What follows belongs to an exercise in optimizing a design on an open flow for small area, a short achievable clock period and few clock cycles per item; a production flow would make more cautious choices.

==> inputs of run a <==
Design keyframe_displacement_test_core, start of the top module:
module keyframe_displacement_test_core
(
  input  wire logic        clk_i,
  input  wire logic        rst_ni,
  input  wire logic        in_valid,
  output logic             in_stall,
  input  wire logic [16:0] ref_x_i,
  input  wire logic [16:0] ref_y_i,
  input  wire logic [16:0] cur_x_i,
  input  wire logic [16:0] cur_y_i,
  input  wire logic        valid_req_i,
  input  wire logic        has_reference_i,
  input  wire logic        last_i,
  output logic             out_valid,
  input  wire logic        out_stall,
  output logic             is_keyframe_o,
  output logic [12:0]      match_count_o,
  output logic [29:0]      distance_sum_o,
  input  wire logic        cfg_valid,
  output logic             cfg_ready,
  input  wire logic [1:0]  cfg_index_i,
  input  wire logic [15:0] cfg_data_i
);
Settings: LEC_CHECK=0, CAP_MARGIN=20, CORE_MARGIN=2, CORE_UTILIZATION=60, CTS_CLUSTER_DIAMETER=70, CTS_CLUSTER_SIZE=30, SLEW_MARGIN=20; clock period 9.0 ns.
standard.sh (not shown) runs the stock make flow with config.mk's settings and CLKGATE_MAP_FILE= SYNTH_SCRIPT=/design/flow/synth_recipe.tcl, a recipe that flattens the netlist after the stock synthesis.
==> flow/flow/run.sh <==
#!/bin/bash
# The standard layout (standard.sh: ORFS from synthesis to the final
# layout, unchanged synthesis), with two settings changed through the
# environment:
#  - the port buffers that buffer_ports inserts on every input and output are
#    a plain buffer cell (buf_2) instead of the default choice;
#  - setup repair aims at 5.4 ns of slack on the 9 ns clock, so it keeps
#    improving paths down to about 3.6 ns.
# The make output goes to standard.log; ORFS keeps each step's own log under
# orfs/logs/.
export BUFFER_PORTS_ARGS="-buffer_cell sky130_fd_sc_hd__buf_2"
export SETUP_SLACK_MARGIN=5.4
bash standard.sh > standard.log 2>&1
==> run b (differences from run a) <==
--- a/flow/design.v
+++ b/flow/design.v
@@ -49,32 +49,30 @@
         2'd2: width_q       <= cfg_data_i[12:0];
         default: ;
       endcase
     end
   end
-  logic mul_first_q;
-  logic wbit;
-  assign wbit = width_q[mul_cnt_q];
+  logic [12:0] wsh_q;        
+  always_ff @(posedge clk_i) begin
+    if (cfg_we_mw) wsh_q <= (cfg_index_i == 2'd2) ? cfg_data_i[12:0] : width_q;
+    else           wsh_q <= {wsh_q[11:0], 1'b0};
+  end
   always_ff @(posedge clk_i or negedge rst_ni) begin
     if (!rst_ni) begin
-      mul_cnt_q   <= 4'd12;
-      mul_busy_q  <= 1'b1;
-      mul_first_q <= 1'b1;
+      mw_q       <= 29'd0;
+      mul_cnt_q  <= 4'd0;
+      mul_busy_q <= 1'b0;
     end else if (cfg_we_mw) begin
-      mul_cnt_q   <= 4'd12;
-      mul_busy_q  <= 1'b1;
-      mul_first_q <= 1'b1;
+      mw_q       <= 29'd0;
+      mul_cnt_q  <= 4'd12;
+      mul_busy_q <= 1'b1;
     end else if (mul_busy_q) begin
-      mul_cnt_q   <= mul_cnt_q - 4'd1;
-      mul_busy_q  <= (mul_cnt_q != 4'd0);
-      mul_first_q <= 1'b0;
+      mw_q       <= {mw_q[27:0], 1'b0} + (wsh_q[12] ? {13'd0, min_mean_q} : 29'd0);
+      mul_cnt_q  <= mul_cnt_q - 4'd1;
+      mul_busy_q <= (mul_cnt_q != 4'd0);
     end
   end
-  always_ff @(posedge clk_i) begin
-    if (mul_busy_q && !cfg_we_mw)
-      mw_q <= (mul_first_q ? 29'd0 : {mw_q[27:0], 1'b0}) + (wbit ? {13'd0, min_mean_q} : 29'd0);
-  end
   logic in_xfer;
   assign in_xfer = in_valid && !in_stall;
   logic [17:0] s0_dx, s0_dy;
   logic s0_vr, s0_hr, s0_la;
   always_ff @(posedge clk_i or negedge rst_ni) begin
@@ -1222,18 +1220,18 @@
   assign take     = out_v_q && !out_stall;
   assign out_free = !out_v_q || take;
   logic sl1_free;
   logic sl2_free;
   logic sl3_free;
-  assign sl1_free = !sl1_v_q || take;
-  assign sl2_free = !sl2_v_q || take;
-  assign sl3_free = !sl3_v_q || take;
+  assign sl1_free = !sl1_v_q || out_free;
+  assign sl2_free = !sl2_v_q || sl1_free;
+  assign sl3_free = !sl3_v_q || sl2_free;
   logic acc_to [0:3];
-  assign acc_to[0] = acc_closed_q && (take ? (out_v_q && !sl1_v_q) : (!out_v_q && 1'b1));
-  assign acc_to[1] = acc_closed_q && (take ? (sl1_v_q && !sl2_v_q) : (!sl1_v_q && out_v_q));
-  assign acc_to[2] = acc_closed_q && (take ? (sl2_v_q && !sl3_v_q) : (!sl2_v_q && sl1_v_q));
-  assign acc_to[3] = acc_closed_q && (take ? (sl3_v_q && !1'b0) : (!sl3_v_q && sl2_v_q));
+  assign acc_to[0] = acc_closed_q && out_free && !sl1_v_q;
+  assign acc_to[1] = acc_closed_q && sl1_free && !sl2_v_q && !acc_to[0];
+  assign acc_to[2] = acc_closed_q && sl2_free && !sl3_v_q && !acc_to[0] && !acc_to[1];
+  assign acc_to[3] = acc_closed_q && sl3_free && !1'b0 && !acc_to[0] && !acc_to[1] && !acc_to[2];
   assign acc_move = acc_to[0] || acc_to[1] || acc_to[2] || acc_to[3];
   always_ff @(posedge clk_i or negedge rst_ni) begin
     if (!rst_ni) begin
       out_v_q <= 1'b0;
       sl1_v_q <= 1'b0;
==> flow/run.sh (new file) <==
#!/bin/bash
# synth_recipe.tcl (not shown) runs the flow's synth.tcl, then flattens the netlist and writes it again
# the make line also repeats each setting of config.mk as NAME=value (left out here)
make -C /OpenROAD-flow-scripts/flow DESIGN_CONFIG=/design/flow/config.mk WORK_HOME=/design/flow/orfs CLKGATE_MAP_FILE= SYNTH_SCRIPT=/design/flow/synth_recipe.tcl finish
- CORE_UTILIZATION: 60 -> 40
- CTS_CLUSTER_DIAMETER: 70 -> unset
- CTS_CLUSTER_SIZE: 30 -> unset
- SETUP_SLACK_MARGIN: unset -> 5
removed: flow/flow/run.sh
removed: flow/standard.sh
==> comparison table <==
Status: run a finished clean; run b finished clean
Area of the multi-input gates: run a 26300 um2; run b 25800 um2
Syn Nets: run a 5488; run b 5583
Initial Utilization: run a 0.6079; run b 0.4040
Basic-gate share of the synthesized area counting and, or, nand and nor cells: run a 0.1008; run b 0.1004
Detailed-routing wirelength on met1: run a 46200 um; run b 43540 um
Die outline height: run a 298.2 um; run b 366.3 um
Count of inverters other than clock inverters in the layout: run a 454; run b 440
Routed wire per std cell: run a 16.32 um; run b 14.39 um
Post-CTS repair timing setup buffer count: run a 31; run b 1
Worst reg2reg startpoint: run a mul_cnt_q[0]; run b s0_dy[17]
Relative area of non-clock buffer cells in the final design: run a 0.02759; run b 0.02772
No run of this note included a check of the RTL's function; only the layout flow was run.

==> static timing again, ports no longer ideal <==
How much do the figures lean on ideal ports? The routed layouts below were timed once more, with nothing changed but the port constraints. Step 1 sets driving cells, clkbuf_16 on the clock port and buf_2 on the other inputs (assumed; they add their load-dependent delay and slew). Step 2 times the ports against the registers' clock, not the clock port: input delays grow and output delays shrink by t, the midpoint of the rising clock arrivals with the driver on. Slacks: no drivers / after step 1 / after step 2; pairs: no drivers / after step 1.
| run | t (ns) | slack for setup (ns) | clock arrival spread, ns | slew at the worst register clock pin (ns) |
|---|---|---|---|---|
| run a | 0.712 | 5.214 / 5.214 / 4.888 | 0.033 / 0.033 | 0.11 / 0.11 |
| run b | 0.779 | 5.128 / 5.128 / 4.499 | 0.080 / 0.080 | 0.07 / 0.07 |
After both steps every run listed still meets setup and hold. For run b, which loses most, drivers alone change the setup slack by 0.000 ns; drivers and shift together by -0.629 ns.
